Source: an optimization exercise on an open RTL-to-GDS flow (aim: small area and a short achievable clock period). Production flows keep margins and buffers that such runs may drop. RTL that was checked went through simulation tests only; none was proved equivalent to the original. The RTL of runs 1 to 5 was laid out without a check of its function. No activity file was given, so power comes from the tool's default toggle rates.

--- flow/design.v ---
package pr_pkg;
  typedef enum logic [1:0] {
    IDLE  = 2'd0,
    RUN   = 2'd1,
    DRAIN = 2'd2,
    DONE  = 2'd3
  } feeder_state_e;
  localparam int DDR_LINE_BYTES = 64;
  localparam int BEATS_PER_READ = 2;
  localparam int ICAP_W         = 32;
  localparam int DDR_BEAT_W     = 256;
  localparam int WORDS_PER_BEAT = DDR_BEAT_W / ICAP_W;
  function automatic logic [ICAP_W-1:0] bit_rev_bytes(input logic [ICAP_W-1:0] w);
    for (int b = 0; b < ICAP_W / 8; b++) begin
      for (int i = 0; i < 8; i++) begin
        bit_rev_bytes[8*b+i] = w[8*b+7-i];
      end
    end
  endfunction
endpackage
module icap_bitstream_feeder #(
  parameter int FIFO_DEPTH = 8,
  parameter int NUM_W      = 21,
  parameter int BIT_SWAP   = 1
) (
  input  logic                  clk,
  input  logic                  rst,
  input  logic                  i_start,
  input  logic [NUM_W-1:0]      i_num_reads,
  input  logic                  i_abort,
  output logic                  o_ddr_rd,
  input  logic [pr_pkg::DDR_BEAT_W-1:0] i_ddr_data,
  input  logic                  i_ddr_rd_data_valid,
  input  logic                  i_ddr_rd_done,
  output logic                  o_config_buff_full,
  input  logic                  i_icap_hold,
  output logic                  o_icap_csib,
  output logic                  o_icap_rdwrb,
  output logic [pr_pkg::ICAP_W-1:0]     o_icap_data,
  output logic                  o_busy,
  output logic                  o_done,
  output logic                  o_err_ovf,
  output logic [1:0]            o_dbg_state
);
  localparam int NROW  = FIFO_DEPTH + 1;
  localparam int NWORD = pr_pkg::WORDS_PER_BEAT;
  localparam int OCC_W = $clog2(FIFO_DEPTH) + 1;
  localparam int W     = pr_pkg::ICAP_W;
  localparam logic [OCC_W-1:0] FULL_THR  = OCC_W'(FIFO_DEPTH - 2);
  localparam logic [OCC_W-1:0] DEPTH_OCC = OCC_W'(FIFO_DEPTH);
  logic [1:0]            state_q, state_d;
  logic [NUM_W-1:0]      rem_q, rem_d;
  logic                  err_ovf_q, err_ovf_d;
  logic [NROW-1:0]       head_q, head_d;
  logic [NROW-1:0]       wr_q, wr_d;
  logic [OCC_W-1:0]      occ_q, occ_d;
  logic                  ser_vld_q, ser_vld_d;
  logic [NWORD-1:0]      idx_q, idx_d;
  logic [pr_pkg::DDR_BEAT_W-1:0] mem_q [NROW];
  logic run, drain, busy;
  logic flush, push_req, do_push, fifo_empty, fifo_full;
  logic consume, last_word, ser_load, head_free, wr_en;
  logic [W-1:0] raw_word;
  assign run        = (state_q == 2'd1);
  assign drain      = (state_q == 2'd2);
  assign busy       = run | drain;
  assign flush      = i_abort;
  assign fifo_empty = (occ_q == '0);
  assign fifo_full  = (occ_q == DEPTH_OCC);
  assign push_req   = i_ddr_rd_data_valid & busy & ~i_abort;
  assign do_push    = push_req & ~fifo_full;
  assign consume    = ser_vld_q & ~i_icap_hold;
  assign last_word  = idx_q[NWORD-1];
  assign head_free  = consume & last_word;
  assign ser_load   = ~fifo_empty & (~ser_vld_q | head_free) & ~flush;
  always_comb begin
    state_d   = state_q;
    rem_d     = rem_q;
    err_ovf_d = err_ovf_q;
    case (state_q)
      2'd0: begin
        if (i_start) begin
          err_ovf_d = 1'b0;
          rem_d     = i_num_reads;
          state_d   = (i_num_reads != '0) ? 2'd1 : 2'd3;
        end
      end
      2'd1: begin
        if (i_ddr_rd_done) begin
          rem_d = rem_q - 1'b1;
          if (rem_q == NUM_W'(1)) state_d = 2'd2;
        end
      end
      2'd2: begin
        if (fifo_empty && !ser_vld_q && !push_req) state_d = 2'd3;
      end
      default: state_d = 2'd0;
    endcase
    if (push_req && fifo_full) err_ovf_d = 1'b1;
    if (i_abort) state_d = 2'd0;
  end
  always_comb begin
    occ_d     = occ_q;
    ser_vld_d = ser_vld_q;
    idx_d     = idx_q;
    head_d    = head_q;
    wr_d      = wr_q;
    if (do_push) wr_d = {wr_q[NROW-2:0], wr_q[NROW-1]};
    if (head_free) head_d = {head_q[NROW-2:0], head_q[NROW-1]};
    case ({do_push, ser_load})
      2'b10:   occ_d = occ_q + 1'b1;
      2'b01:   occ_d = occ_q - 1'b1;
      default: occ_d = occ_q;
    endcase
    if (ser_load) begin
      ser_vld_d = 1'b1;
      idx_d     = NWORD'(1);
    end else if (consume) begin
      idx_d = {idx_q[NWORD-2:0], idx_q[NWORD-1]};
      if (last_word) ser_vld_d = 1'b0;
    end
    if (flush) begin
      occ_d     = '0;
      ser_vld_d = 1'b0;
      idx_d     = NWORD'(1);
      head_d    = NROW'(1);
      wr_d      = NROW'(1);
    end
  end
  always_ff @(posedge clk or posedge rst) begin
    if (rst) begin
      state_q   <= 2'd0;
      err_ovf_q <= 1'b0;
      head_q    <= NROW'(1);
      wr_q      <= NROW'(1);
      occ_q     <= '0;
      ser_vld_q <= 1'b0;
      idx_q     <= NWORD'(1);
    end else begin
      state_q   <= state_d;
      err_ovf_q <= err_ovf_d;
      head_q    <= head_d;
      wr_q      <= wr_d;
      occ_q     <= occ_d;
      ser_vld_q <= ser_vld_d;
      idx_q     <= idx_d;
    end
  end
  always_ff @(posedge clk) begin
    rem_q <= rem_d;
  end
  assign wr_en = ~(fifo_full & ser_vld_q);
  for (genvar r = 0; r < NROW; r++) begin : g_row
    always_ff @(posedge clk) begin
      if (wr_en && wr_q[r]) mem_q[r] <= i_ddr_data;
    end
  end
  logic [NROW*NWORD-1:0][W-1:0] cand;
  for (genvar r = 0; r < NROW; r++) begin : g_rd
    for (genvar k = 0; k < NWORD; k++) begin : g_w
      assign cand[r*NWORD+k] = {W{head_q[r] & idx_q[k]}} & mem_q[r][W*k +: W];
    end
  end
  always_comb begin
    raw_word = '0;
    for (int i = 0; i < NROW*NWORD; i++) raw_word = raw_word | cand[i];
  end
  assign o_icap_data        = (BIT_SWAP != 0) ? pr_pkg::bit_rev_bytes(raw_word) : raw_word;
  assign o_icap_csib        = ~consume;
  assign o_icap_rdwrb       = 1'b0;
  assign o_ddr_rd           = run;
  assign o_config_buff_full = (occ_q > FULL_THR);
  assign o_busy             = busy;
  assign o_done             = (state_q == 2'd3);
  assign o_err_ovf          = err_ovf_q;
  assign o_dbg_state        = state_q;
endmodule
--- flow/run.sh ---
#!/bin/bash
# synth_recipe.tcl (not shown) runs the flow's synth.tcl, then flattens the netlist and writes it again
# the make line also repeats each setting of config.mk as NAME=value (left out here)
make -C /OpenROAD-flow-scripts/flow DESIGN_CONFIG=/design/flow/config.mk WORK_HOME=/design/flow/orfs CLKGATE_MAP_FILE= SYNTH_SCRIPT=/design/flow/synth_recipe.tcl finish
--- flow/config.mk ---
export PLATFORM = sky130hd
export DESIGN_NAME = icap_bitstream_feeder
export DESIGN_NICKNAME = icap_bitstream_feeder
export VERILOG_FILES = /design/flow/design.v
export SDC_FILE = /design/flow/constraint.sdc
export NUM_CORES = 4
export LEC_CHECK = 0
export CAP_MARGIN = 20
export CORE_MARGIN = 2
export CORE_UTILIZATION = 40
export SLEW_MARGIN = 20
--- flow/constraint.sdc ---
create_clock -name core_clock -period 3.8 [get_ports {clk}]
set_input_delay 0.7600 -clock core_clock [delete_from_list [all_inputs] [get_ports {clk}]]
set_output_delay 0.7600 -clock core_clock [all_outputs]
set_load 0.01 [all_outputs]
==> flow_summary.rst, run 1 <==
.. list-table::
   :header-rows: 1

   * - Metric
     - Value
   * - Gpl congestion
     - 0.856
   * - Clock Power Share
     - 38.3%
   * - Antenna violations before repair
     - 40
   * - Proportion of layout cells with a drive suffix above 1
     - 20.9%
   * - Die outline width
     - 469 microns
   * - Placeable core region
     - 215000 sq um
   * - Crit Path Category
     - reg -> out
   * - Number of distinct library cells after synthesis
     - 66
   * - Total grt overflow
     - 0
   * - Transition at the pin with the smallest max-transition slack
     - 1110 ps
   * - Vias in the first global route
     - 52600
   * - Post-synth EDFFs
     - 2325
   * - Destination of the worst register-to-register timing path
     - occ_q[3]
   * - Final instance area
     - 108000 sq um
   * - Biggest area contributors in the synthesized netlist
     - sky130_fd_sc_hd__edfxtp_1 81%, sky130_fd_sc_hd__a22oi_1 6.2%, sky130_fd_sc_hd__a222oi_1 2.0%
   * - Worst setup margin
     - -501 ps
   * - VDD IR max
     - 0.502 mV
   * - Outcome
     - failed layout checks
   * - Post-detailed-route DRC marker count
     - 0
   * - Wire length of the first global-routing pass
     - 418000 microns
   * - TritonCTS clock tree
     - done
   * - Routed wirelength normalized by instance count
     - 36.0 microns
   * - Startpoint kind of the worst setup timing path
     - flop
   * - Final antenna-violating net count
     - 0
   * - Top post-synthesis cells by count
     - 2325 x sky130_fd_sc_hd__edfxtp_1, 711 x sky130_fd_sc_hd__a22oi_1, 239 x sky130_fd_sc_hd__a21oi_1, 169 x sky130_fd_sc_hd__a222oi_1, 150 x sky130_fd_sc_hd__o22ai_1
   * - Vias after detailed routing
     - 55600
   * - Effective utilization at floorplan
     - 40.3%
   * - Ordered list of cells on the worst path
     - buf_4, buf_12, a22oi_1, o22ai_1, or4_1, nor4_2, nand4_1, buf_4, buf_2
   * - Number of nets in the finished design
     - 5854
   * - Source-to-sink clock delay at the later pin of the worst-skew pair
     - 890 ps
   * - Cell area reported after detailed placement
     - 96000 sq um
   * - Worst Skew
     - 39.5 ps
   * - First-pass iteration count of the detailed router
     - 8
   * - Post-CTS Hold Fix Bufs
     - 0
   * - Number of max-cap violations
     - 0
   * - Sw frac
     - 23.7%
   * - HPWL reported at the end of detailed placement
     - 181000 microns
   * - Sw Pwr
     - 14.2 mW
   * - Area growth syn-to-layout
     - 24.8%
   * - Final hold violation count
     - 0
   * - Fin crit period
     - 4300 ps
   * - Height of the die
     - 469 microns
   * - Yosys top cell by area
     - sky130_fd_sc_hd__edfxtp_1
   * - Total number of clock tree sinks
     - 2359
   * - Worst max-slew margin expressed relative to the limit
     - 26.1%
   * - Clock edge transition at the registers on the reported setup and hold paths
     - 60 ps
   * - R2r worst-path depth
     - 13
   * - Post-route insts no fill
     - 8606
   * - Root Driver
     - sky130_fd_sc_hd__clkbuf_16
   * - Filler cell count
     - 17300
   * - Share of Yosys cell area claimed by the top area cell type
     - 80.6%
   * - Slowest stage delay, CP
     - 560 ps
   * - Top-level I/O count
     - 325
   * - Warnings, synthesis
     - 2
   * - Final core area utilization
     - 50.3%
   * - Total negative slack for setup checks
     - -10520 ps
   * - Number of violations reported at the end of detailed-routing iteration 0
     - 9516
   * - Portion of total power attributed to sequential cells
     - 52.2%
   * - Post-synthesis net count
     - 5099
   * - Count leader, synth
     - sky130_fd_sc_hd__edfxtp_1
   * - Syn avg cell area
     - 18.0 sq um
   * - Fraction of registers with async set/reset
     - 1.44%
   * - Maximum number of buffers from clock root to sink
     - 3
   * - Post-placement worst setup slack
     - -438 ps
   * - Floorplan row count
     - 170
   * - Setup repair after global routing missed its margin
     - true
   * - Post-Place Cells
     - 7958
   * - Power per standard cell area
     - 553 nW/um^2
   * - Cell-internal power
     - 45.6 mW
   * - Cell type with the highest occurrence count on the critical path
     - sky130_fd_sc_hd__buf_4
   * - Detailed Route WL
     - 310000 microns
   * - Final worst-path cycle share
     - 113%
   * - Maximum net fanout on the critical path
     - 21
   * - Setup Viol. Count Final
     - 32
   * - RR Startpoint
     - state_q[1]
   * - R2r setup slk
     - 870 ps
   * - Sort of element at the end of the critical path
     - output pin
   * - Hold/Removal Path Class
     - in -> async
   * - Post-synthesis instance total
     - 4806
   * - Via-per-instance ratio
     - 6.46
   * - Post-synthesis cell area
     - 86700 sq um
   * - Count of state elements after synthesis
     - 2359
   * - Combinational power share
     - 9.6%
   * - Layout checks that failed
     - setup timing
   * - Slowest cell on the critical path
     - sky130_fd_sc_hd__dfrtp_4
   * - Most used DFF post-synth
     - sky130_fd_sc_hd__edfxtp_1
   * - IO buf count
     - 323
   * - Worst path required time
     - 3040 ps
   * - Overall global routing resource usage
     - 26.7%
   * - Number of buffers inserted during clock tree synthesis
     - 233
   * - Maximum number of pins on one net before global-route repair
     - 72
   * - Arrival time of data at the critical path endpoint
     - 3540 ps
   * - H-tree depth
     - 4
   * - Max Clk Rate
     - 0.232 GHz
   * - Leakage
     - 34.0 nW
   * - Count of final max-slew check failures
     - 0
   * - Die ar.
     - 220000 sq um
   * - Sequential-to-total area share from yosys stat
     - 81.5%
cells by family after synthesis:
group / synth area share (%)
multiplexers: 0.0606
AND/OR/NAND/NOR: 3.22
flip-flops: 81.5
other: 0.00433
buffers and inverters: 1.94
adder cells (fa/ha/maj): 0.139
XOR/XNOR: 0.192
AO/OA/AOI/OAI: 12.9
sequential cells by signal, indices dropped and copies added (netlist names):
register   cells
mem_q       2304
rem_q         21
head_q         9
wr_q           9
idx_q          8
occ_q          4
state_q        2
err_ovf_q      1
ser_vld_q      1
cell usage in the layout, fill, tap and decap left out, types with 19 or more instances in the layout:
cell,synthesis,final
sky130_fd_sc_hd__buf_16,0,26
sky130_fd_sc_hd__a32oi_1,66,66
sky130_fd_sc_hd__a22oi_1,711,631
sky130_fd_sc_hd__o22ai_1,150,141
sky130_fd_sc_hd__buf_8,0,19
sky130_fd_sc_hd__nor3_1,59,41
sky130_fd_sc_hd__buf_12,0,137
sky130_fd_sc_hd__bufinv_16,0,24
sky130_fd_sc_hd__a22o_1,42,42
sky130_fd_sc_hd__a21oi_1,239,225
sky130_fd_sc_hd__nand3_1,64,60
sky130_fd_sc_hd__a222oi_1,169,169
sky130_fd_sc_hd__and2_4,0,24
sky130_fd_sc_hd__edfxtp_1,2325,2325
sky130_fd_sc_hd__clkinv_1,9,52
sky130_fd_sc_hd__or4_4,0,24
sky130_fd_sc_hd__clkbuf_16,0,254
sky130_fd_sc_hd__a32o_1,22,22
sky130_fd_sc_hd__buf_4,2,276
sky130_fd_sc_hd__clkinv_2,0,46
sky130_fd_sc_hd__nand4_1,37,37
sky130_fd_sc_hd__buf_6,13,88
sky130_fd_sc_hd__a221oi_1,38,22
sky130_fd_sc_hd__nand2_1,64,63
sky130_fd_sc_hd__a22oi_2,0,80
sky130_fd_sc_hd__clkbuf_1,134,51
sky130_fd_sc_hd__clkdlybuf4s50_1,0,291
sky130_fd_sc_hd__nor2_1,116,116
through the flow:
stage,power (mW),hold slack [ps]
final,59.8,341
after detailed placement,37.0,494
after CTS,59.7,329
after global placement,36.8,480
after global routing,61.3,360
after floorplan,34.1,464
cell type report:
class                   instances  area, sq um  area share [%]
diodes                         17         42.5          0.0393
well taps                    2838         3550            3.28
repair buffers                874        10400            9.65
multi-input cells            2064        15700            14.5
clock buffers                 287         6100            5.64
inverters                      29          166           0.154
clock inverters               138         1410            1.30
flip-flops and latches       2359        70700            65.4
critical path: cells and delay by family (launching register included):
kind	cells	cell delay (ps)
flops	1	560
simple gates	3	1000
compound gates	2	400
buf+inv	4	690
power groups by stage:
stage	clock network, mW	registers, mW	logic, mW
global route	24.0	31.4	5.95
CTS	23.0	31.2	5.49
detailed placement	0	31.7	5.25
finish	22.9	31.2	5.72
global placement	0	31.7	5.18
floorplan	0	31.8	2.30
repair_timing:
item	CTS	global route
buffers inserted	68	114
pin swaps	92	188
cloned	15	18
endpoints found under the setup margin	32	32
gates resized for setup	361	287
worst max-delay path by stage:
stage              start               to  slack [ps]  cells past startpoint
6_report        idx_q[5]  o_icap_data[30]        -500                      9
5_1_grt         idx_q[3]  o_icap_data[25]        -540                      9
4_1_cts         idx_q[3]   o_icap_data[5]        -540                      8
3_5_place_dp   head_q[6]   o_icap_data[8]        -440                     11
3_3_place_gp   head_q[6]   o_icap_data[8]        -460                     11
2_1_floorplan   occ_q[3]      mem_q[0][0]        -530                      3
routing by layer:
metal	vias up	GRT usage [%]	part of all wire, %
li1	21900	-	-
met1	28600	37.4	37
met2	4332	41.1	45
met3	652	5.86	13
met4	30	9.64	4.1
met5	-	0	0.055
==> run 2: changes to the inputs <==
--- a/flow/design.v
+++ b/flow/design.v
@@ -58,2 +58,5 @@
   logic [NWORD-1:0]      idx_q, idx_d;
+  logic [NROW-1:0]       rd_row_q, rd_row_d;
+  logic [NWORD-1:0]      rd_idx_q, rd_idx_d;
+  logic [W-1:0]          word_q, word_d;
   logic [pr_pkg::DDR_BEAT_W-1:0] mem_q [NROW];
@@ -128,2 +131,4 @@
     end
+    rd_row_d = (ser_vld_d & idx_d[NWORD-1]) ? {head_d[NROW-2:0], head_d[NROW-1]} : head_d;
+    rd_idx_d = ser_vld_d ? {idx_d[NWORD-2:0], idx_d[NWORD-1]} : NWORD'(1);
   end
@@ -138,2 +143,4 @@
       idx_q     <= NWORD'(1);
+      rd_row_q  <= NROW'(1);
+      rd_idx_q  <= NWORD'(1);
     end else begin
@@ -146,2 +153,4 @@
       idx_q     <= idx_d;
+      rd_row_q  <= rd_row_d;
+      rd_idx_q  <= rd_idx_d;
     end
@@ -160,3 +169,3 @@
     for (genvar k = 0; k < NWORD; k++) begin : g_w
-      assign cand[r*NWORD+k] = {W{head_q[r] & idx_q[k]}} & mem_q[r][W*k +: W];
+      assign cand[r*NWORD+k] = {W{rd_row_q[r] & rd_idx_q[k]}} & mem_q[r][W*k +: W];
     end
@@ -167,3 +176,7 @@
   end
-  assign o_icap_data        = (BIT_SWAP != 0) ? pr_pkg::bit_rev_bytes(raw_word) : raw_word;
+  assign word_d = (ser_vld_q & i_icap_hold) ? word_q : raw_word;
+  always_ff @(posedge clk) begin
+    word_q <= word_d;
+  end
+  assign o_icap_data        = (BIT_SWAP != 0) ? pr_pkg::bit_rev_bytes(word_q) : word_q;
   assign o_icap_csib        = ~consume;
==> run 2 against run 1 <==
Net effect:
- the run now finishes clean
- sequential share of layout area up 4.0 points
- non-clock buffer count decreased by 330
- global-route usage fell by 0.68 points
- die area grew 2.1%
- largest power group unchanged
- critical path depth down 5
- clock skew is 10 ps lower
==> flow_summary.rst, run 2 <==
.. list-table::
   :header-rows: 1

   * - Metric
     - Value
   * - Outcome
     - timing/DRC/antenna clean
   * - Number of distinct library cells after synthesis
     - 69
   * - Vias after detailed routing
     - 54100
   * - Maximum number of buffers from clock root to sink
     - 3
   * - Count of final max-slew check failures
     - 0
   * - R2r worst-path depth
     - 12
   * - Antenna violations before repair
     - 67
   * - Clock edge transition at the registers on the reported setup and hold paths
     - 60 ps
   * - Height of the die
     - 474 microns
   * - Wire length of the first global-routing pass
     - 414000 microns
   * - Post-synth EDFFs
     - 2357
   * - Vias in the first global route
     - 52300
   * - Final worst-path cycle share
     - 87.2%
   * - Routed wirelength normalized by instance count
     - 35.2 microns
   * - Maximum number of pins on one net before global-route repair
     - 78
   * - Worst max-slew margin expressed relative to the limit
     - 14.6%
   * - Slowest cell on the critical path
     - sky130_fd_sc_hd__clkdlybuf4s50_1
   * - Fraction of registers with async set/reset
     - 2.12%
   * - Flip-flop count of the largest register, all copies and words added
     - 2304
   * - Startpoint kind of the worst setup timing path
     - flop
   * - Worst Skew
     - 29.3 ps
   * - Yosys top cell by area
     - sky130_fd_sc_hd__edfxtp_1
   * - Total grt overflow
     - 0
   * - Hold/Removal Path Class
     - in -> async
   * - Placeable core region
     - 220000 sq um
   * - Post-detailed-route DRC marker count
     - 0
   * - Post-CTS Hold Fix Bufs
     - 0
   * - Gpl congestion
     - 0.841
   * - H-tree depth
     - 4
   * - Number of resized instances in the post-cts repair step
     - 0
   * - Count of state elements after synthesis
     - 2408
   * - Most used DFF post-synth
     - sky130_fd_sc_hd__edfxtp_1
   * - TritonCTS clock tree
     - done
   * - Source-to-sink clock delay at the later pin of the worst-skew pair
     - 890 ps
   * - Most frequent cells in the layout
     - 2357 x sky130_fd_sc_hd__edfxtp_1, 619 x sky130_fd_sc_hd__a22oi_1, 323 x sky130_fd_sc_hd__clkdlybuf4s50_1, 235 x sky130_fd_sc_hd__clkbuf_16, 173 x sky130_fd_sc_hd__a222oi_1
   * - Number of nets in the finished design
     - 5590
   * - Slowest stage delay, CP
     - 620 ps
   * - Setup repair after global routing missed its margin
     - false
   * - Fin crit period
     - 3310 ps
   * - Setup fix buffers added after clock tree synthesis
     - 0
   * - Count leader, synth
     - sky130_fd_sc_hd__edfxtp_1
   * - R2r setup slk
     - 680 ps
   * - Regs by FF count
     - mem_q: 2304 flops, word_q: 32 flops, rem_q: 21 flops
   * - HPWL reported at the end of detailed placement
     - 180000 microns
   * - Number of max-cap violations
     - 0
   * - Number of buffers inserted during clock tree synthesis
     - 233
   * - Sort of element at the end of the critical path
     - output pin
   * - Area growth syn-to-layout
     - 17.3%
   * - Largest register by flop count
     - mem_q
   * - Number of violations reported at the end of detailed-routing iteration 0
     - 8607
   * - Power per standard cell area
     - 588 nW/um^2
   * - Sequential-to-total area share from yosys stat
     - 81.4%
   * - Die ar.
     - 225000 sq um
   * - Share of Yosys cell area claimed by the top area cell type
     - 80.0%
   * - Warnings, synthesis
     - 2
   * - Total number of clock tree sinks
     - 2408
   * - Detailed Route WL
     - 298000 microns
   * - Proportion of layout cells with a drive suffix above 1
     - 10.9%
   * - Setup Viol. Count Final
     - 0
   * - Post-synthesis instance total
     - 4870
   * - Arrival time of data at the critical path endpoint
     - 2550 ps
   * - Post-route insts no fill
     - 8466
   * - VDD IR max
     - 0.414 mV
   * - Destination of the worst register-to-register timing path
     - occ_q[3]
   * - Top post-synthesis cells by count
     - 2357 x sky130_fd_sc_hd__edfxtp_1, 619 x sky130_fd_sc_hd__a22oi_1, 173 x sky130_fd_sc_hd__a222oi_1, 168 x sky130_fd_sc_hd__a21oi_1
   * - Commonest non-fill, non-tap cell in the layout
     - sky130_fd_sc_hd__edfxtp_1
   * - Root Driver
     - sky130_fd_sc_hd__clkbuf_16
   * - Leakage
     - 32.0 nW
   * - Total negative slack for setup checks
     - 0 ps
   * - Crit Path Category
     - reg -> out
   * - Pwr Total
     - 61.1 mW
   * - Final antenna-violating net count
     - 0
   * - Floorplan row count
     - 172
   * - Die outline width
     - 474 microns
   * - First-pass iteration count of the detailed router
     - 7
   * - Effective utilization at floorplan
     - 40.3%
   * - Biggest area contributors in the synthesized netlist
     - sky130_fd_sc_hd__edfxtp_1 80%, sky130_fd_sc_hd__a22oi_1 5.3%, sky130_fd_sc_hd__a222oi_1 2.0%
   * - Post-Place Cells
     - 8020
   * - Via-per-instance ratio
     - 6.39
   * - Top-level I/O count
     - 325
   * - Post-synthesis net count
     - 5163
   * - Max Clk Rate
     - 0.302 GHz
   * - Syn avg cell area
     - 18.2 sq um
   * - Overall global routing resource usage
     - 26.0%
   * - Ordered list of cells on the worst path
     - inv_1, ha_1, buf_4, clkdlybuf4s50_1
   * - RR Startpoint
     - state_q[0]
   * - Worst path required time
     - 3040 ps
   * - Final hold violation count
     - 0
   * - Maximum net fanout on the critical path
     - 44
   * - Post-synthesis cell area
     - 88500 sq um
   * - IO buf count
     - 323
   * - Transition at the pin with the smallest max-transition slack
     - 1280 ps
-- run 2: metal layers --
metal,vias to the layer above,wire (microns),GRT usage (%)
met1,28200,115000,36.2
met4,66,9700,8.37
met5,-,402,0
li1,21500,-,-
met2,3709,137000,40.3
met3,581,36400,6.22
-- run 2: kinds of logic after synthesis --
logic type      after synthesis  share of synthesized area, %
compound gates             1482                          12.9
xor+xnor                     21                         0.208
fa+ha+maj                     9                         0.136
buf+inv                     378                          1.92
flops                      2408                          81.4
mux                          14                         0.174
other cells                   1                       0.00424
simple gates                557                          3.26
-- run 2: report_power, final --
| group | total, mW | switching (mW) | internal, mW |
|---|---|---|---|
| Combinational | 6.32 | 4.15 | 2.17 |
| Clock | 22.2 | 9.99 | 12.3 |
| Sequential | 32.5 | 0.978 | 31.6 |
-- run 2: how the worst max path moves through the flow --
stage | cells past startpoint | from | slack (ps) | endpoint
2_1_floorplan | 3 | occ_q[3] | -530 | mem_q[0][0]
3_3_place_gp | 11 | i_abort | 180 | occ_q[3]
3_5_place_dp | 11 | i_abort | 320 | occ_q[3]
4_1_cts | 4 | state_q[1] | 410 | o_ddr_rd
5_1_grt | 4 | state_q[1] | 330 | o_ddr_rd
6_report | 4 | state_q[1] | 490 | o_ddr_rd
-- run 2: through the flow --
stage	utilization (%)	instance area (sq um)	setup slack, ps	hold slack, ps
final	47.3	104000	486	302
after floorplan	-	88500	-526	464
after detailed placement	44.0	96600	321	500
after global routing	47.3	104000	333	347
after CTS	47.2	104000	407	274
after global placement	44.0	96600	185	490
-- run 2: layout make-up --
cell class,count,area [sq um]
well taps,2958,3700
repair buffers,544,5870
clock inverters,131,1060
inverters,26,98.8
flip-flops and latches,2408,72100
multi-input cells,2084,14800
clock buffers,295,6170
fillers,18300,116000
diodes,20,50.0
-- run 2: critical path: cells and delay by family, from the launching register on --
family,cells,cell delay [ps]
adders and majority gates,1,150
buffers and inverters,3,1110
DFF,1,420
==> run 3: changes to the inputs <==
--- a/flow/design.v
+++ b/flow/design.v
@@ -61,2 +61,3 @@
   logic [W-1:0]          word_q, word_d;
+  logic [NROW-1:0]       we_q, we_d, keep_q;
   logic [pr_pkg::DDR_BEAT_W-1:0] mem_q [NROW];
@@ -64,3 +65,3 @@
   logic flush, push_req, do_push, fifo_empty, fifo_full;
-  logic consume, last_word, ser_load, head_free, wr_en;
+  logic consume, last_word, ser_load, head_free;
   logic [W-1:0] raw_word;
@@ -160,6 +161,11 @@
   end
-  assign wr_en = ~(fifo_full & ser_vld_q);
+  assign we_d = wr_d & {NROW{~((occ_d == DEPTH_OCC) & ser_vld_d)}};
+  always_ff @(posedge clk) begin
+    we_q   <= we_d;
+    keep_q <= ~we_d;
+  end
   for (genvar r = 0; r < NROW; r++) begin : g_row
     always_ff @(posedge clk) begin
-      if (wr_en && wr_q[r]) mem_q[r] <= i_ddr_data;
+      mem_q[r] <= (i_ddr_data & {pr_pkg::DDR_BEAT_W{we_q[r]}})
+                | (mem_q[r]   & {pr_pkg::DDR_BEAT_W{keep_q[r]}});
     end
--- a/flow/config.mk
+++ b/flow/config.mk
@@ -9,3 +9,6 @@
 export CORE_MARGIN = 2
-export CORE_UTILIZATION = 40
+export CORE_UTILIZATION = 60
+export CTS_BUF_LIST = sky130_fd_sc_hd__clkbuf_4 sky130_fd_sc_hd__clkbuf_8
+export PLACE_DENSITY = 0.72
+export SETUP_SLACK_MARGIN = 1.2
 export SLEW_MARGIN = 20
==> run 3 against run 2 <==
Net effect:
- sequential share of layout area is 22 points lower
- sequential power rose by 6.8%
- combinational power rose by 93%
- critical path depth is 7 higher
- largest power group unchanged
- first-iteration DRC count up 71%
- clock skew increased by 20 ps
- critical endpoint is now we_q[0]
- setup slack improved by 270 ps
- die area fell by 33%
- sequential cell count grew 18
- core utilization rose by 24 points
==> flow_summary.rst, run 3 <==
.. list-table::
   :header-rows: 1

   * - Metric
     - Value
   * - Fin crit period
     - 3040 ps
   * - Total number of clock tree sinks
     - 2426
   * - Gpl congestion
     - 0.929
   * - Post-detailed-route DRC marker count
     - 0
   * - Die outline width
     - 389 microns
   * - Syn avg cell area
     - 11.1 sq um
   * - Hold/Removal Path Class
     - in -> async
   * - Number of buffers inserted during clock tree synthesis
     - 390
   * - Post-Place Cells
     - 9384
   * - IO buf count
     - 323
   * - Crit Path Category
     - reg -> reg
   * - Number of distinct library cells after synthesis
     - 74
   * - Largest register by flop count
     - mem_q
   * - Maximum net fanout on the critical path
     - 8
   * - Fraction of registers with async set/reset
     - 2.10%
   * - Post-synth EDFFs
     - 53
   * - Count of state elements after synthesis
     - 2426
   * - Number of violations reported at the end of detailed-routing iteration 0
     - 14800
   * - Proportion of layout cells with a drive suffix above 1
     - 16.2%
   * - Max Clk Rate
     - 0.328 GHz
   * - Total negative slack for setup checks
     - 0 ps
   * - Via-per-instance ratio
     - 7.95
   * - Yosys top cell by area
     - sky130_fd_sc_hd__dfxtp_1
   * - Maximum number of pins on one net before global-route repair
     - 105
   * - Area growth syn-to-layout
     - 18.3%
   * - Biggest area contributors in the synthesized netlist
     - sky130_fd_sc_hd__dfxtp_1 52%, sky130_fd_sc_hd__a22o_1 23%, sky130_fd_sc_hd__a22oi_1 5.9%
   * - Placeable core region
     - 147000 sq um
   * - Power per standard cell area
     - 674 nW/um^2
   * - Top post-synthesis cells by count
     - 2373 x sky130_fd_sc_hd__a22o_1, 2322 x sky130_fd_sc_hd__dfxtp_1, 695 x sky130_fd_sc_hd__a22oi_1, 619 x sky130_fd_sc_hd__clkbuf_1, 414 x sky130_fd_sc_hd__buf_1
   * - First-pass iteration count of the detailed router
     - 10
   * - Startpoint kind of the worst setup timing path
     - flop
   * - Hold WS
     - 24.6 ps
   * - Die ar.
     - 151000 sq um
   * - Setup repair after global routing missed its margin
     - true
   * - Post-synthesis instance total
     - 7988
   * - Vias after detailed routing
     - 81600
   * - Final antenna-violating net count
     - 0
   * - Count leader, synth
     - sky130_fd_sc_hd__a22o_1
   * - Filler cell count
     - 10400
   * - Height of the die
     - 389 microns
   * - Share of Yosys cell area claimed by the top area cell type
     - 52.4%
   * - Cell-internal power
     - 50.4 mW
   * - Post-synthesis cell area
     - 88700 sq um
   * - Arrival time of data at the critical path endpoint
     - 4000 ps
   * - Commonest non-fill, non-tap cell in the layout
     - sky130_fd_sc_hd__a22o_1
   * - TritonCTS clock tree
     - done
   * - Maximum number of buffers from clock root to sink
     - 4
   * - Most used DFF post-synth
     - sky130_fd_sc_hd__dfxtp_1
   * - Floorplan row count
     - 141
   * - Post-synthesis net count
     - 8282
   * - VDD IR max
     - 0.420 mV
   * - Vias in the first global route
     - 77400
   * - Leakage
     - 40.3 nW
   * - Sw Pwr
     - 20.4 mW
   * - H-tree depth
     - 5
   * - Number of max-cap violations
     - 0
   * - Most frequent cells in the layout
     - 2373 x sky130_fd_sc_hd__a22o_1, 2304 x sky130_fd_sc_hd__dfxtp_1, 679 x sky130_fd_sc_hd__a22oi_1, 497 x sky130_fd_sc_hd__clkbuf_8, 283 x sky130_fd_sc_hd__clkdlybuf4s50_1
   * - Transition at the pin with the smallest max-transition slack
     - 1260 ps
   * - Setup Viol. Count Final
     - 0
   * - Combinational power share
     - 17.2%
   * - Final worst-path cycle share
     - 80.1%
   * - Clock edge transition at the registers on the reported setup and hold paths
     - 70 ps
   * - Count of final max-slew check failures
     - 0
   * - Effective utilization at floorplan
     - 60.2%
   * - Antenna violations before repair
     - 34
   * - Number of nets in the finished design
     - 8323
   * - Sequential-to-total area share from yosys stat
     - 55.6%
   * - Wire length of the first global-routing pass
     - 543000 microns
   * - Routed wirelength normalized by instance count
     - 37.5 microns
   * - Detailed Route WL
     - 385000 microns
   * - Worst Skew
     - 48.9 ps
   * - Portion of total power attributed to sequential cells
     - 49.0%
   * - Top-level I/O count
     - 325
   * - Outcome
     - timing/DRC/antenna clean
   * - Sw frac
     - 28.8%
   * - HPWL reported at the end of detailed placement
     - 210000 microns
   * - Sort of element at the end of the critical path
     - flop
   * - Regs by FF count
     - mem_q: 2304 flops, word_q: 32 flops, rem_q: 21 flops
   * - Flip-flop count of the largest register, all copies and words added
     - 2304
   * - Post-CTS Hold Fix Bufs
     - 0
   * - Worst path required time
     - 4760 ps
   * - Total grt overflow
     - 0
   * - Final hold violation count
     - 0
   * - Root Driver
     - sky130_fd_sc_hd__clkbuf_8
   * - Overall global routing resource usage
     - 48.1%
   * - Warnings, synthesis
     - 2
   * - Source-to-sink clock delay at the later pin of the worst-skew pair
     - 1080 ps
   * - Worst max-slew margin expressed relative to the limit
     - 15.8%
   * - Clock Power Share
     - 33.8%
   * - Post-route insts no fill
     - 10300
## run 3: cell count changes after synthesis, sizes merged, moves of 15 or more
cell,delta
dfxtp,+2322
edfxtp,-2304
a22o,+2242
clkbuf,+492
buf,+276
a22oi,+75
o22ai,+68
nand2,-35
o22a,-21
nor2,+17
a21oi,+16
a222oi,-15
## run 3: worst max-delay path, stage by stage (launching register included)
cell,delay [ps]
sky130_fd_sc_hd__dfrtp_2,420
sky130_fd_sc_hd__or4_4,540
sky130_fd_sc_hd__and2_4,150
sky130_fd_sc_hd__nor2b_4,130
sky130_fd_sc_hd__ha_4,190
sky130_fd_sc_hd__ha_4,210
sky130_fd_sc_hd__a21o_4,210
sky130_fd_sc_hd__and2_4,160
sky130_fd_sc_hd__a2111oi_4,420
sky130_fd_sc_hd__o2111ai_4,180
sky130_fd_sc_hd__buf_6,190
sky130_fd_sc_hd__and2_4,130
## run 3: power by group through the flow
stage               registers, mW  clock network, mW  logic, mW
floorplan                    33.5                  0       7.98
global placement             34.8                  0       10.9
detailed placement           34.9                  0       11.2
CTS                          34.4               23.7       11.5
global route                 35.1               24.8       12.7
finish                       34.7               23.9       12.2
## run 3: path summary, 6_finish.rpt
kind / end / depth (start not counted) / slack [ps] / from
min in group core_clock: err_ovf_q / 3 / 370 / i_start
max in group asynchronous: wr_q[0] / 3 / 3040 / rst
max reg2reg: we_q[0] / 11 / 760 / occ_q[0]
min: head_q[4] / 2 / 20 / rst
max: we_q[0] / 11 / 760 / occ_q[0]
min reg2reg: mem_q[4][194] / 1 / 470 / mem_q[4][194]
## run 3: area by class of cell
type / count / area [sq um] / area share (%)
multi-input cells: 4410 / 35600 / 33.9
diodes: 21 / 52.6 / 0.0500
repair buffers: 769 / 9010 / 8.58
inverters: 32 / 204 / 0.194
well taps: 1930 / 2410 / 2.30
clock inverters: 46 / 360 / 0.343
flip-flops and latches: 2426 / 49500 / 47.1
clock buffers: 637 / 7890 / 7.52
## run 3: kinds of logic after synthesis
logic type	count (synthesis)	synth area share, %
compound gates	3824	35.6
xor+xnor	20	0.197
fa+ha+maj	10	0.149
buf+inv	1152	5.01
flops	2426	55.6
mux	13	0.162
other cells	1	0.00423
simple gates	542	3.25
## run 3: stage by stage
step | total power, mW | util (%) | area (sq um) | setup WS [ps]
6_report | 70.8 | 71.3 | 105000 | 755
5_1_grt | 72.6 | 71.3 | 105000 | 636
4_1_cts | 69.6 | 70.0 | 103000 | 793
3_5_place_dp | 46.1 | 63.4 | 93300 | 172
3_3_place_gp | 45.6 | 63.4 | 93300 | 206
2_1_floorplan | 41.5 | - | 88900 | 617
## run 3: timing repair
action                                  CTS  global route
endpoints found under the setup margin   91            60
gates resized for setup                 247           194
buffers inserted                         83            79
pin swaps                                29            99
gates cloned                              9            12
## run 3: routing by layer
layer	wire length (microns)	GRT usage, %	vias up
met3	65900	17.2	2078
li1	-	-	31800
met2	154000	67.2	8367
met5	372	0	-
met4	31100	32.0	36
met1	134000	62.3	39300
==> run 4: changes to the inputs <==
--- a/flow/design.v
+++ b/flow/design.v
@@ -46,6 +46,5 @@
   localparam int NWORD = pr_pkg::WORDS_PER_BEAT;
-  localparam int OCC_W = $clog2(FIFO_DEPTH) + 1;
   localparam int W     = pr_pkg::ICAP_W;
-  localparam logic [OCC_W-1:0] FULL_THR  = OCC_W'(FIFO_DEPTH - 2);
-  localparam logic [OCC_W-1:0] DEPTH_OCC = OCC_W'(FIFO_DEPTH);
+  localparam int BW    = pr_pkg::DDR_BEAT_W;
+  logic [FIFO_DEPTH-1:0] occ_q, occ_d;
   logic [1:0]            state_q, state_d;
@@ -55,3 +54,2 @@
   logic [NROW-1:0]       wr_q, wr_d;
-  logic [OCC_W-1:0]      occ_q, occ_d;
   logic                  ser_vld_q, ser_vld_d;
@@ -62,3 +60,4 @@
   logic [NROW-1:0]       we_q, we_d, keep_q;
-  logic [pr_pkg::DDR_BEAT_W-1:0] mem_q [NROW];
+  logic [BW-1:0]         mem_q [NROW];
+  logic                  run_q, busy_q, done_q, bfull_q, idle_n_q;
   logic run, drain, busy;
@@ -71,4 +70,4 @@
   assign flush      = i_abort;
-  assign fifo_empty = (occ_q == '0);
-  assign fifo_full  = (occ_q == DEPTH_OCC);
+  assign fifo_empty = ~occ_q[0];
+  assign fifo_full  = occ_q[FIFO_DEPTH-1];
   assign push_req   = i_ddr_rd_data_valid & busy & ~i_abort;
@@ -114,4 +113,4 @@
     case ({do_push, ser_load})
-      2'b10:   occ_d = occ_q + 1'b1;
-      2'b01:   occ_d = occ_q - 1'b1;
+      2'b10:   occ_d = {occ_q[FIFO_DEPTH-2:0], 1'b1};
+      2'b01:   occ_d = {1'b0, occ_q[FIFO_DEPTH-1:1]};
       default: occ_d = occ_q;
@@ -144,4 +143,7 @@
       idx_q     <= NWORD'(1);
-      rd_row_q  <= NROW'(1);
-      rd_idx_q  <= NWORD'(1);
+      run_q     <= 1'b0;
+      busy_q    <= 1'b0;
+      done_q    <= 1'b0;
+      bfull_q   <= 1'b0;
+      idle_n_q  <= 1'b1;
     end else begin
@@ -154,4 +156,7 @@
       idx_q     <= idx_d;
-      rd_row_q  <= rd_row_d;
-      rd_idx_q  <= rd_idx_d;
+      run_q     <= (state_d == 2'd1);
+      busy_q    <= (state_d == 2'd1) | (state_d == 2'd2);
+      done_q    <= (state_d == 2'd3);
+      bfull_q   <= occ_d[FIFO_DEPTH-2];
+      idle_n_q  <= ~ser_vld_d;
     end
@@ -159,5 +164,7 @@
   always_ff @(posedge clk) begin
-    rem_q <= rem_d;
-  end
-  assign we_d = wr_d & {NROW{~((occ_d == DEPTH_OCC) & ser_vld_d)}};
+    rem_q    <= rem_d;
+    rd_row_q <= rd_row_d;
+    rd_idx_q <= rd_idx_d;
+  end
+  assign we_d = wr_d & {NROW{~(occ_d[FIFO_DEPTH-1] & ser_vld_d)}};
   always_ff @(posedge clk) begin
@@ -168,4 +175,3 @@
     always_ff @(posedge clk) begin
-      mem_q[r] <= (i_ddr_data & {pr_pkg::DDR_BEAT_W{we_q[r]}})
-                | (mem_q[r]   & {pr_pkg::DDR_BEAT_W{keep_q[r]}});
+      mem_q[r] <= (i_ddr_data & {BW{we_q[r]}}) | (mem_q[r] & {BW{keep_q[r]}});
     end
@@ -187,8 +193,8 @@
   assign o_icap_data        = (BIT_SWAP != 0) ? pr_pkg::bit_rev_bytes(word_q) : word_q;
-  assign o_icap_csib        = ~consume;
+  assign o_icap_csib        = idle_n_q | i_icap_hold;
   assign o_icap_rdwrb       = 1'b0;
-  assign o_ddr_rd           = run;
-  assign o_config_buff_full = (occ_q > FULL_THR);
-  assign o_busy             = busy;
-  assign o_done             = (state_q == 2'd3);
+  assign o_ddr_rd           = run_q;
+  assign o_config_buff_full = bfull_q;
+  assign o_busy             = busy_q;
+  assign o_done             = done_q;
   assign o_err_ovf          = err_ovf_q;
--- a/flow/config.mk
+++ b/flow/config.mk
@@ -10,5 +10,7 @@
 export CORE_UTILIZATION = 60
-export CTS_BUF_LIST = sky130_fd_sc_hd__clkbuf_4 sky130_fd_sc_hd__clkbuf_8
+export CTS_BUF_LIST = sky130_fd_sc_hd__clkbuf_8 sky130_fd_sc_hd__clkbuf_16
+export CTS_CLUSTER_DIAMETER = 60
+export CTS_CLUSTER_SIZE = 30
 export PLACE_DENSITY = 0.72
-export SETUP_SLACK_MARGIN = 1.2
+export SETUP_SLACK_MARGIN = 1.6
 export SLEW_MARGIN = 20
==> run 4 against run 3 <==
Net effect:
- area after synthesis rose by 0.16%
- register-to-register slack improved by 160 ps
- total power fell by 26%
- critical path type unchanged
- largest power group unchanged
==> flow_summary.rst, run 4 <==
.. list-table::
   :header-rows: 1

   * - Metric
     - Value
   * - Post-synthesis cell area
     - 88900 sq um
   * - Count leader, synth
     - sky130_fd_sc_hd__a22o_1
   * - Most used DFF post-synth
     - sky130_fd_sc_hd__dfxtp_1
   * - Height of the die
     - 389 microns
   * - Warnings, synthesis
     - 2
   * - IO buf count
     - 323
   * - Final worst-path cycle share
     - 75.8%
   * - Number of violations reported at the end of detailed-routing iteration 0
     - 16300
   * - Routed wirelength normalized by instance count
     - 40.2 microns
   * - Maximum number of buffers from clock root to sink
     - 3
   * - Number of distinct library cells after synthesis
     - 65
   * - Max Clk Rate
     - 0.347 GHz
   * - Routed length on met3
     - 71000 microns
   * - Worst path required time
     - 4400 ps
   * - Biggest area contributors in the synthesized netlist
     - sky130_fd_sc_hd__dfxtp_1 53%, sky130_fd_sc_hd__a22o_1 23%, sky130_fd_sc_hd__a22oi_1 5.9%
   * - Antenna violations before repair
     - 46
   * - Placeable core region
     - 147000 sq um
   * - Top post-synthesis cells by count
     - 2355 x sky130_fd_sc_hd__a22o_1, 2339 x sky130_fd_sc_hd__dfxtp_1, 699 x sky130_fd_sc_hd__a22oi_1, 648 x sky130_fd_sc_hd__clkbuf_1, 433 x sky130_fd_sc_hd__buf_1
   * - H-tree depth
     - 4
   * - Floorplan row count
     - 141
   * - Post-synthesis net count
     - 8355
   * - RR Startpoint
     - rd_row_q[4]
   * - Portion of total power attributed to sequential cells
     - 57.6%
   * - Top layer in use
     - met5
   * - Slowest stage delay, CP
     - 1160 ps
   * - Cell-internal power
     - 39.0 mW
   * - Destination of the worst register-to-register timing path
     - word_q[12]
   * - Clock Power Share
     - 33.9%
   * - Source-to-sink clock delay at the later pin of the worst-skew pair
     - 870 ps
   * - Share of Yosys cell area claimed by the top area cell type
     - 52.7%
   * - Clock edge transition at the registers on the reported setup and hold paths
     - 100 ps
   * - Post-synthesis instance total
     - 8061
   * - Hold/Removal Path Class
     - in -> async
   * - Post-detailed-route DRC marker count
     - 0
   * - R2r worst-path depth
     - 5
   * - Post-placement worst setup slack
     - 565 ps
   * - Transition at the pin with the smallest max-transition slack
     - 1320 ps
   * - Power per standard cell area
     - 502 nW/um^2
   * - Fin crit period
     - 2880 ps
   * - Regs by FF count
     - mem_q: 2304 flops, word_q: 32 flops, rem_q: 21 flops
   * - Detailed Route WL
     - 403000 microns
   * - Leakage
     - 39.4 nW
   * - Proportion of layout cells with a drive suffix above 1
     - 14.2%
   * - HPWL reported at the end of detailed placement
     - 203000 microns
   * - Sw Pwr
     - 13.6 mW
   * - Count of final max-slew check failures
     - 0
   * - Sw frac
     - 25.8%
   * - Post-synth EDFFs
     - 53
   * - Startpoint kind of the worst setup timing path
     - flop
   * - Hold WS
     - 245 ps
   * - Yosys top cell by area
     - sky130_fd_sc_hd__dfxtp_1
   * - Die outline width
     - 389 microns
   * - Routed wl met2
     - 160000 microns
   * - Maximum net fanout on the critical path
     - 49
   * - Largest register by flop count
     - mem_q
   * - Combinational power share
     - 8.5%
   * - Final antenna-violating net count
     - 0
   * - Worst max-slew margin expressed relative to the limit
     - 12.1%
   * - Arrival time of data at the critical path endpoint
     - 3480 ps
   * - Termination of the worst setup path
     - word_q[12]
   * - VDD IR max
     - 0.550 mV
   * - Syn avg cell area
     - 11.0 sq um
   * - Die ar.
     - 151000 sq um
   * - Number of buffers inserted during clock tree synthesis
     - 142
   * - Gpl congestion
     - 0.909
   * - Area growth syn-to-layout
     - 17.9%
   * - Outcome
     - timing/DRC/antenna clean
   * - Cell type with the highest occurrence count on the critical path
     - sky130_fd_sc_hd__buf_12
   * - Root Driver
     - sky130_fd_sc_hd__clkbuf_16
   * - Overall global routing resource usage
     - 49.8%
   * - Setup repair after global routing missed its margin
     - true
   * - Final hold violation count
     - 0
   * - Vias after detailed routing
     - 82300
   * - Count of state elements after synthesis
     - 2434
   * - Ordered list of cells on the worst path
     - buf_12, buf_12, a222oi_1, o2111ai_1, or4_1
   * - Setup Viol. Count Final
     - 0
   * - Slowest cell on the critical path
     - sky130_fd_sc_hd__a222oi_1
   * - Commonest non-fill, non-tap cell in the layout
     - sky130_fd_sc_hd__a22o_1
   * - Crit Path Category
     - reg -> reg
   * - Number of max-cap violations
     - 0
   * - Worst Skew
     - 42.7 ps
   * - Beginning of the critical path
     - rd_row_q[4]
   * - Met1 wire length
     - 136000 microns
   * - R2r setup slk
     - 920 ps
   * - Most frequent cells in the layout
     - 2355 x sky130_fd_sc_hd__a22o_1, 2304 x sky130_fd_sc_hd__dfxtp_1, 640 x sky130_fd_sc_hd__a22oi_1, 278 x sky130_fd_sc_hd__clkdlybuf4s50_1, 254 x sky130_fd_sc_hd__buf_4
   * - Total grt overflow
     - 0
   * - First-pass iteration count of the detailed router
     - 16
   * - Flip-flop count of the largest register, all copies and words added
     - 2304
   * - Worst setup margin
     - 918 ps
   * - Total negative slack for setup checks
     - 0 ps
   * - Maximum number of pins on one net before global-route repair
     - 156
   * - Wire length of the first global-routing pass
     - 558000 microns
   * - Vias in the first global route
     - 76700
   * - Top-level I/O count
     - 325
   * - Effective utilization at floorplan
     - 60.3%
   * - TritonCTS clock tree
     - done
   * - Via-per-instance ratio
     - 8.19
   * - Sort of element at the end of the critical path
     - flop
   * - Number of nets in the finished design
     - 8270
   * - Fraction of registers with async set/reset
     - 1.73%
   * - Total number of clock tree sinks
     - 2434
   * - Sequential-to-total area share from yosys stat
     - 55.7%
run 4: critical path, delay by kind of cell, from the launching register on:
| kind | cells | cell delay (ps) |
|---|---|---|
| buf+inv | 2 | 340 |
| compound gates | 2 | 1380 |
| flops | 1 | 390 |
| simple gates | 1 | 460 |
run 4: final cells by class:
| cell class | count | area (sq um) |
|---|---|---|
| inverter | 31 | 274 |
| antenna | 32 | 80.1 |
| clock inverter | 104 | 1190 |
| sequential | 2434 | 49600 |
| tap | 1930 | 2410 |
| timing repair buffer | 891 | 11200 |
| fill | 10400 | 42700 |
| clock buffer | 149 | 3690 |
| multi-input combinational | 4476 | 36300 |
run 4: metal layers:
layer	up-vias	track usage (%)
met4	34	36.3
met2	8544	69.8
met5	-	0.415
met1	39800	62.9
li1	31800	-
met3	2158	18.1
run 4: stage by stage:
step	util [%]	instances	power, mW	area [sq um]
global placement	63.3	9440	34.7	93300
detailed placement	63.3	9441	34.9	93300
finish	71.1	10000	52.6	105000
CTS	69.4	9897	52.0	102000
global route	71.0	10000	53.8	105000
floorplan	-	8061	33.3	89000
run 4: timing repair:
item / CTS / global route
cloned: 37 / 24
setup endpoints to repair: 96 / 101
pin swaps: 99 / 154
resized for setup: 510 / 227
hold buffers: 0 / 0
setup buffers: 166 / 93
run 4: logic make-up after synthesis:
family,after synthesis,synth area share [%]
compound gates,3820,35.3
xor+xnor,16,0.158
fa+ha+maj,10,0.141
buf+inv,1155,4.96
flops,2434,55.7
mux,12,0.149
other cells,1,0.00422
simple gates,613,3.59
run 4: worst min-delay path by stage:
stage                   from       endpoint  slack, ps
3_3_place_gp   mem_q[4][223]  mem_q[4][223]        450
3_5_place_dp   mem_q[2][209]  mem_q[2][209]        450
5_1_grt                  rst        wr_q[4]        290
6_report                 rst        wr_q[4]        240
4_1_cts                  rst        wr_q[1]        260
2_1_floorplan  mem_q[8][143]  mem_q[8][143]        430
run 4: power by group through the flow:
stage	clock network (mW)	logic, mW	registers, mW
3_5_place_dp	0	4.26	30.6
4_1_cts	17.6	4.28	30.1
6_report	17.8	4.47	30.3
5_1_grt	18.6	4.70	30.5
3_3_place_gp	0	4.10	30.6
2_1_floorplan	0	3.14	30.2
==> run 5: changes to the inputs <==
--- a/flow/design.v
+++ b/flow/design.v
@@ -178,6 +178,8 @@
   end
-  logic [NROW*NWORD-1:0][W-1:0] cand;
+  logic [NROW-1:0][W-1:0] row_word;
   for (genvar r = 0; r < NROW; r++) begin : g_rd
-    for (genvar k = 0; k < NWORD; k++) begin : g_w
-      assign cand[r*NWORD+k] = {W{rd_row_q[r] & rd_idx_q[k]}} & mem_q[r][W*k +: W];
+    always_comb begin
+      row_word[r] = '0;
+      for (int k = 0; k < NWORD; k++)
+        row_word[r] = row_word[r] | ({W{rd_idx_q[k]}} & mem_q[r][W*k +: W]);
     end
@@ -186,3 +188,3 @@
     raw_word = '0;
-    for (int i = 0; i < NROW*NWORD; i++) raw_word = raw_word | cand[i];
+    for (int r = 0; r < NROW; r++) raw_word = raw_word | ({W{rd_row_q[r]}} & row_word[r]);
   end
==> flow/flow/run.sh (new file) <==
#!/bin/bash
# The standard ORFS layout, with two changes:
#  - ports are buffered with the smallest buffer (repair upsizes where timing needs it)
#    instead of the delay buffer buffer_ports picks on its own;
#  - the clock tree uses larger sink clusters of clkbuf_16 leaves and no dummy loads.
set -euo pipefail
export BUFFER_PORTS_ARGS="-buffer_cell sky130_fd_sc_hd__buf_1"
export CTS_ARGS="-sink_clustering_enable -repair_clock_nets -sink_clustering_size 24 -sink_clustering_max_diameter 60 -buf_list {sky130_fd_sc_hd__clkbuf_8 sky130_fd_sc_hd__clkbuf_16} -dont_use_dummy_load"
bash standard.sh synth > synth.log 2>&1
bash standard.sh floorplan > floorplan.log 2>&1
bash standard.sh place > place.log 2>&1
bash standard.sh cts > cts.log 2>&1
bash standard.sh finish > finish.log 2>&1
==> flow/standard.sh (new file) <==
#!/bin/bash
# synth_recipe.tcl (not shown) runs the flow's synth.tcl, then flattens the netlist and writes it again
# the make line also repeats each setting of config.mk as NAME=value (left out here)
make -C /OpenROAD-flow-scripts/flow DESIGN_CONFIG=/design/flow/config.mk WORK_HOME=/design/flow/orfs CLKGATE_MAP_FILE= SYNTH_SCRIPT=/design/flow/synth_recipe.tcl "${@:-finish}"
==> flow/config.mk (replaced) <==
export PLATFORM = sky130hd
export DESIGN_NAME = icap_bitstream_feeder
export DESIGN_NICKNAME = icap_bitstream_feeder
export VERILOG_FILES = /design/flow/design.v
export SDC_FILE = /design/flow/constraint.sdc
export NUM_CORES = 4
export LEC_CHECK = 0
export CAP_MARGIN = 20
export CORE_MARGIN = 2
export CORE_UTILIZATION = 50
export PLACE_DENSITY = 0.62
export SETUP_SLACK_MARGIN = 1.45
export SLEW_MARGIN = 20
removed: flow/run.sh
==> run 5 against run 4 <==
Net effect:
- largest power group unchanged
- maximum frequency grew 24%
- die area up 18%
- still clean
- final cell count down 3.9%
- sequential power down 3%
==> flow_summary.rst, run 5 <==
.. list-table::
   :header-rows: 1

   * - Metric
     - Value
   * - Proportion of layout cells with a drive suffix above 1
     - 5.68%
   * - R2r setup slk
     - 1470 ps
   * - Highest-utilization routing layer at the global route stage
     - met2
   * - Maximum number of buffers from clock root to sink
     - 3
   * - Sequential-to-total area share from yosys stat
     - 56.7%
   * - Total grt overflow
     - 0
   * - Hold WS
     - 56.0 ps
   * - Source-to-sink clock delay at the later pin of the worst-skew pair
     - 830 ps
   * - Biggest area contributors in the synthesized netlist
     - sky130_fd_sc_hd__dfxtp_1 54%, sky130_fd_sc_hd__a22o_1 23%, sky130_fd_sc_hd__a22oi_1 11%
   * - Vias in the first global route
     - 65700
   * - Wire length of the first global-routing pass
     - 437000 microns
   * - Count leader, synth
     - sky130_fd_sc_hd__dfxtp_1
   * - Worst max-slew margin expressed relative to the limit
     - 19.8%
   * - Post-detailed-route DRC marker count
     - 0
   * - Final worst-path cycle share
     - 61.4%
   * - Worst setup margin
     - 1470 ps
   * - Number of violations reported at the end of detailed-routing iteration 0
     - 8475
   * - Max Clk Rate
     - 0.429 GHz
   * - Overall global routing resource usage
     - 31.7%
   * - Most used DFF post-synth
     - sky130_fd_sc_hd__dfxtp_1
   * - Maximum net fanout on the critical path
     - 56
   * - Crit Path Category
     - reg -> reg
   * - Setup repair after global routing missed its margin
     - false
   * - Fraction of registers with async set/reset
     - 1.73%
   * - Startpoint kind of the worst setup timing path
     - flop
   * - First-pass iteration count of the detailed router
     - 6
   * - Vias after detailed routing
     - 68900
   * - Post-Place Cells
     - 9462
   * - Post-CTS Hold Fix Bufs
     - 0
   * - Detailed Route WL
     - 297000 microns
   * - Post-synthesis cell area
     - 87200 sq um
   * - Floorplan row count
     - 153
   * - VDD IR max
     - 0.412 mV
   * - Post-synthesis net count
     - 8005
   * - Transition at the pin with the smallest max-transition slack
     - 1200 ps
   * - Effective utilization at floorplan
     - 50.2%
   * - Largest register by flop count
     - mem_q
   * - Regs by FF count
     - mem_q: 2304 flops, word_q: 32 flops, rem_q: 21 flops
   * - Root Driver
     - sky130_fd_sc_hd__clkbuf_16
   * - Power per standard cell area
     - 520 nW/um^2
   * - Global routing met1 resource utilization
     - 45.5%
   * - HPWL reported at the end of detailed placement
     - 163000 microns
   * - H-tree depth
     - 4
   * - Number of distinct library cells after synthesis
     - 54
   * - Leakage
     - 34.9 nW
   * - Routed wirelength normalized by instance count
     - 30.7 microns
   * - Placeable core region
     - 174000 sq um
   * - Die ar.
     - 178000 sq um
   * - Cell area reported after detailed placement
     - 89700 sq um
   * - Top post-synthesis cells by count
     - 2339 x sky130_fd_sc_hd__dfxtp_1, 2304 x sky130_fd_sc_hd__a22o_1, 1260 x sky130_fd_sc_hd__a22oi_1, 734 x sky130_fd_sc_hd__clkbuf_1, 324 x sky130_fd_sc_hd__buf_1
   * - Portion of total power attributed to sequential cells
     - 60.2%
   * - Top-level I/O count
     - 325
   * - Sw Pwr
     - 11.6 mW
   * - Worst path required time
     - 4290 ps
   * - R2r worst-path depth
     - 5
   * - Count of state elements after synthesis
     - 2434
   * - TritonCTS clock tree
     - done
   * - Height of the die
     - 422 microns
   * - Final instance area
     - 93900 sq um
   * - Sort of element at the end of the critical path
     - flop
   * - Sw frac
     - 23.7%
   * - Count of final max-slew check failures
     - 0
   * - Post-placement worst setup slack
     - 836 ps
   * - Final antenna-violating net count
     - 0
   * - Share of Yosys cell area claimed by the top area cell type
     - 53.7%
   * - Arrival time of data at the critical path endpoint
     - 2820 ps
   * - Setup Viol. Count Final
     - 0
   * - Flip-flop count of the largest register, all copies and words added
     - 2304
   * - Number of buffers inserted during clock tree synthesis
     - 154
   * - Pwr Total
     - 48.9 mW
   * - IO buf count
     - 323
   * - Final core area utilization
     - 54.1%
   * - Hold/Removal Path Class
     - in -> async
   * - Met3 routing resource usage after global routing
     - 5.72%
   * - Warnings, synthesis
     - 2
   * - Syn avg cell area
     - 11.3 sq um
   * - Cell-internal power
     - 37.3 mW
   * - Via-per-instance ratio
     - 7.14
   * - Yosys top cell by area
     - sky130_fd_sc_hd__dfxtp_1
   * - Maximum number of pins on one net before global-route repair
     - 113
   * - Total negative slack for setup checks
     - 0 ps
   * - Post-synthesis instance total
     - 7711
   * - Filler cell count
     - 14800
   * - Outcome
     - timing/DRC/antenna clean
   * - Gpl congestion
     - 0.812
   * - Clock edge transition at the registers on the reported setup and hold paths
     - 80 ps
   * - Post-synth EDFFs
     - 53
   * - Combinational power share
     - 7.9%
   * - Antenna violations before repair
     - 45
   * - Total number of clock tree sinks
     - 2434
   * - Met2 Use GR
     - 48.0%
   * - Number of max-cap violations
     - 0
   * - Post-route insts no fill
     - 9658
   * - Die outline width
     - 422 microns
   * - Number of nets in the finished design
     - 7607
   * - Worst Skew
     - 58.8 ps
   * - Area growth syn-to-layout
     - 7.73%
   * - Final hold violation count
     - 0
   * - Fin crit period
     - 2330 ps
   * - Most frequent cells in the layout
     - 2304 x sky130_fd_sc_hd__a22o_1, 2304 x sky130_fd_sc_hd__dfxtp_1, 1260 x sky130_fd_sc_hd__a22oi_1, 323 x sky130_fd_sc_hd__nand4_1, 323 x sky130_fd_sc_hd__buf_1
   * - Clock Power Share
     - 31.9%
## run 5: changes by cell type after synthesis, sizes merged, moves of 82 or more
cell    change
nand3      -82
nand4     +268
a222oi    -129
a21oi     -174
clkbuf     +86
buf       -145
o22ai     -177
a32oi      -90
a22oi     +561
## run 5: per-layer routing
metal / vias up / share of wire [%]
met3: 614 / 9.3
li1: 29600 / -
met4: 44 / 3.2
met1: 34900 / 43
met2: 3754 / 44
met5: - / 0.086
## run 5: repair_timing
action                     CTS  global route
resized for setup            6             9
buffers inserted             7            10
setup endpoints to repair   36            35
pin swaps                    1             1
gates cloned                 1             2
## run 5: path summary, 6_finish.rpt
kind	from	endpoint
max in group asynchronous	rst	idx_q[7]
setup / recovery	rd_idx_q[1]	word_q[19]
setup reg to reg	rd_idx_q[1]	word_q[19]
hold reg to reg	mem_q[8][26]	mem_q[8][26]
hold / removal	rst	state_q[1]
min in group core_clock	i_ddr_rd_data_valid	err_ovf_q
## run 5: cells by family (layout without fill, tap and decap cells)
logic type	Yosys count	in the layout	synth area share [%]
AOI/OAI and AO/OA	3668	3668	34.8
DFF	2434	2434	56.7
buffers and inverters	1078	676	4.65
and+or+nand+nor	495	497	3.33
muxes	17	17	0.209
adders and majority gates	10	10	0.143
xor gates and xnor gates	8	8	0.0804
other	1	23	0.00430
## run 5: power by group through the flow
stage | Combinational (mW) | Sequential [mW] | Clock, mW
2_1_floorplan | 2.94 | 29.6 | 0
3_3_place_gp | 3.68 | 29.9 | 0
3_5_place_dp | 3.78 | 29.9 | 0
4_1_cts | 3.81 | 29.4 | 15.8
5_1_grt | 4.16 | 29.7 | 16.7
6_report | 3.85 | 29.4 | 15.6
## run 5: cell type report
type                    instances  area, sq um  area share (%)
inverters                      13         48.8          0.0519
flip-flops and latches       2434        49600            52.8
multi-input cells            4201        33800            36.0
clock buffers                 154         3850            4.10
repair buffers                509         3690            3.93
well taps                    2325         2910            3.10
diodes                         22         55.1          0.0586
## run 5: worst max-delay path, stage by stage (launching register included)
cell and delay, ps:
sky130_fd_sc_hd__dfxtp_4 550, sky130_fd_sc_hd__buf_12 320, sky130_fd_sc_hd__a22oi_1 270, sky130_fd_sc_hd__nand4_1 120
sky130_fd_sc_hd__a222oi_1 500, sky130_fd_sc_hd__nand4_1 150
==> run 6: changes to the inputs <==
--- a/flow/design.v
+++ b/flow/design.v
@@ -190,3 +190,6 @@
   end
-  assign word_d = (ser_vld_q & i_icap_hold) ? word_q : raw_word;
+  logic word_keep, word_load;
+  assign word_keep = ser_vld_q & i_icap_hold;
+  assign word_load = idle_n_q | ~i_icap_hold;
+  assign word_d = (raw_word & {W{word_load}}) | (word_q & {W{word_keep}});
   always_ff @(posedge clk) begin
==> run 6 against run 5 <==
Net effect:
- via count up 0.34%
- clock power about the same
- first-iteration DRC count down 5.5%
- clock skew up 1.7 ps
- area after synthesis about the same
- critical path depth down 3
- sequential share of layout area down 0.41 points
==> flow_summary.rst, run 6 <==
.. list-table::
   :header-rows: 1

   * - Metric
     - Value
   * - H-tree depth
     - 4
   * - Final hold violation count
     - 0
   * - Outcome
     - timing/DRC/antenna clean
   * - Sw frac
     - 23.8%
   * - Count of state elements after synthesis
     - 2434
   * - Syn avg cell area
     - 11.2 sq um
   * - Hold/Removal Path Class
     - in -> async
   * - Floorplan row count
     - 153
   * - Max Clk Rate
     - 0.432 GHz
   * - Area taken by flip-flops and latches
     - 49300 sq um
   * - Sequential-to-total area share from yosys stat
     - 56.4%
   * - Share of Yosys cell area claimed by the top area cell type
     - 54.4%
   * - Regs by FF count
     - mem_q: 2304 flops, word_q: 32 flops, rem_q: 21 flops
   * - R2r setup slk
     - 1530 ps
   * - Destination of the worst register-to-register timing path
     - word_q[12]
   * - Number of violations reported at the end of detailed-routing iteration 0
     - 8008
   * - Count of final max-slew check failures
     - 0
   * - Number of buffers inserted during clock tree synthesis
     - 153
   * - TritonCTS clock tree
     - done
   * - Worst max-slew margin expressed relative to the limit
     - 20.1%
   * - Via-per-instance ratio
     - 7.11
   * - Slowest cell on the critical path
     - sky130_fd_sc_hd__dfstp_2
   * - Post-synthesis cell area
     - 87200 sq um
   * - Clock Power Share
     - 31.8%
   * - Warnings, synthesis
     - 2
   * - Cell-internal power
     - 37.2 mW
   * - Power per standard cell area
     - 519 nW/um^2
   * - Routed wirelength normalized by instance count
     - 30.6 microns
   * - Gpl congestion
     - 0.799
   * - Flip-flop count of the largest register, all copies and words added
     - 2304
   * - Worst path required time
     - 3040 ps
   * - Slowest stage delay, CP
     - 560 ps
   * - Detailed Route WL
     - 298000 microns
   * - Vias after detailed routing
     - 69200
   * - Antenna violations before repair
     - 26
   * - Top post-synthesis cells by count
     - 2371 x sky130_fd_sc_hd__dfxtp_1, 2304 x sky130_fd_sc_hd__a22o_1, 1260 x sky130_fd_sc_hd__a22oi_1, 737 x sky130_fd_sc_hd__clkbuf_1, 322 x sky130_fd_sc_hd__buf_1
   * - Commonest non-fill, non-tap cell in the layout
     - sky130_fd_sc_hd__dfxtp_1
   * - Area growth syn-to-layout
     - 7.87%
   * - Crit Path Category
     - reg -> out
   * - VDD IR max
     - 0.443 mV
   * - HPWL reported at the end of detailed placement
     - 164000 microns
   * - Transition at the pin with the smallest max-transition slack
     - 1200 ps
   * - RR Startpoint
     - rd_idx_q[7]
   * - Setup repair after global routing missed its margin
     - true
   * - Top-level I/O count
     - 325
   * - Total number of clock tree sinks
     - 2434
   * - Yosys top cell by area
     - sky130_fd_sc_hd__dfxtp_1
   * - IO buf count
     - 323
   * - Proportion of layout cells with a drive suffix above 1
     - 5.85%
run 6: cell count changes in the layout (fill, tap and decap cells not counted), moves of 6 or more:
cell and delta:
sky130_fd_sc_hd__edfxtp_1 -32, sky130_fd_sc_hd__and4_1 +32, sky130_fd_sc_hd__xnor2_1 +11, sky130_fd_sc_hd__nor2_1 -9, sky130_fd_sc_hd__buf_4 +6, sky130_fd_sc_hd__nand2_1 +48
sky130_fd_sc_hd__a31oi_1 -8, sky130_fd_sc_hd__o21ai_0 +27, sky130_fd_sc_hd__a21oi_1 +15, sky130_fd_sc_hd__diode_2 -9, sky130_fd_sc_hd__dfxtp_1 +30, sky130_fd_sc_hd__nand4_1 -35
run 6: cell families after synthesis:
group           share of synthesized area, %
other cells                          0.00430
mux                                    0.152
fa+ha+maj                              0.143
simple gates                            3.53
xor+xnor                               0.181
buf+inv                                 4.69
compound gates                          34.9
flops                                   56.4
run 6: power by group through the flow:
| stage | Clock [mW] | Sequential [mW] | Combinational [mW] |
|---|---|---|---|
| finish | 15.5 | 29.4 | 3.88 |
| global route | 16.6 | 29.6 | 4.20 |
| CTS | 15.7 | 29.3 | 3.83 |
| detailed placement | 0 | 29.9 | 3.79 |
| global placement | 0 | 29.8 | 3.68 |
| floorplan | 0 | 29.5 | 2.95 |
run 6: routing by layer:
metal / vias to the layer above / GRT usage (%) / part of all wire, %
li1: 29900 / - / -
met1: 35100 / 45.2 / 43
met2: 3644 / 48.8 / 45
met3: 542 / 5.80 / 9.4
met4: 32 / 9.81 / 2.7
met5: - / 0 / 0.058
run 6: timing repair:
action                                  4_1_cts  5_1_grt
buffers inserted                              6       29
cloned                                        1        3
gates resized for setup                      19       15
endpoints found under the setup margin       76       45
pin swaps                                     2        5
run 6: how the worst min path moves through the flow:
stage	end	slack, ps	cells past startpoint
after floorplan	mem_q[8][0]	440	1
after global placement	word_q[2]	440	2
after detailed placement	word_q[21]	440	2
after CTS	head_q[4]	10	3
after global routing	head_q[4]	80	3
final	wr_q[7]	50	3
run 6: area by class of cell:
cell class	instances	share of cell area, %
flip-flops and latches	2434	52.4
multi-input cells	4268	36.3
repair buffers	519	4.10
clock buffers	153	4.07
well taps	2325	3.09
inverters	13	0.0519
diodes	13	0.0346
run 6: metrics by stage:
step                      area [sq um]  setup slack (ps)  std cells  total power [mW]  utilization, %
after global placement           89600               791       9518              33.5            51.6
after detailed placement         89600               768       9519              33.7            51.6
after CTS                        93600              1420       9679              48.9            53.9
after global routing             94100              1430       9719              50.5            54.2
after floorplan                  87300              1150       7786              32.5               -
final                            94100              1490       9725              48.8            54.2
run 6: worst max-delay path, delay by kind of cell (launching register included):
family / cells / cell delay, ps
flops: 1 / 560
simple gates: 1 / 120
buf+inv: 1 / 90

Check on run 6: ideal ports give 1.487 ns setup slack; a clkbuf_16 on the clock port and buf_2 on the inputs give 1.407 ns; moving port delays by the midpoint clock arrival (0.878 ns) as well gives 1.008 ns.
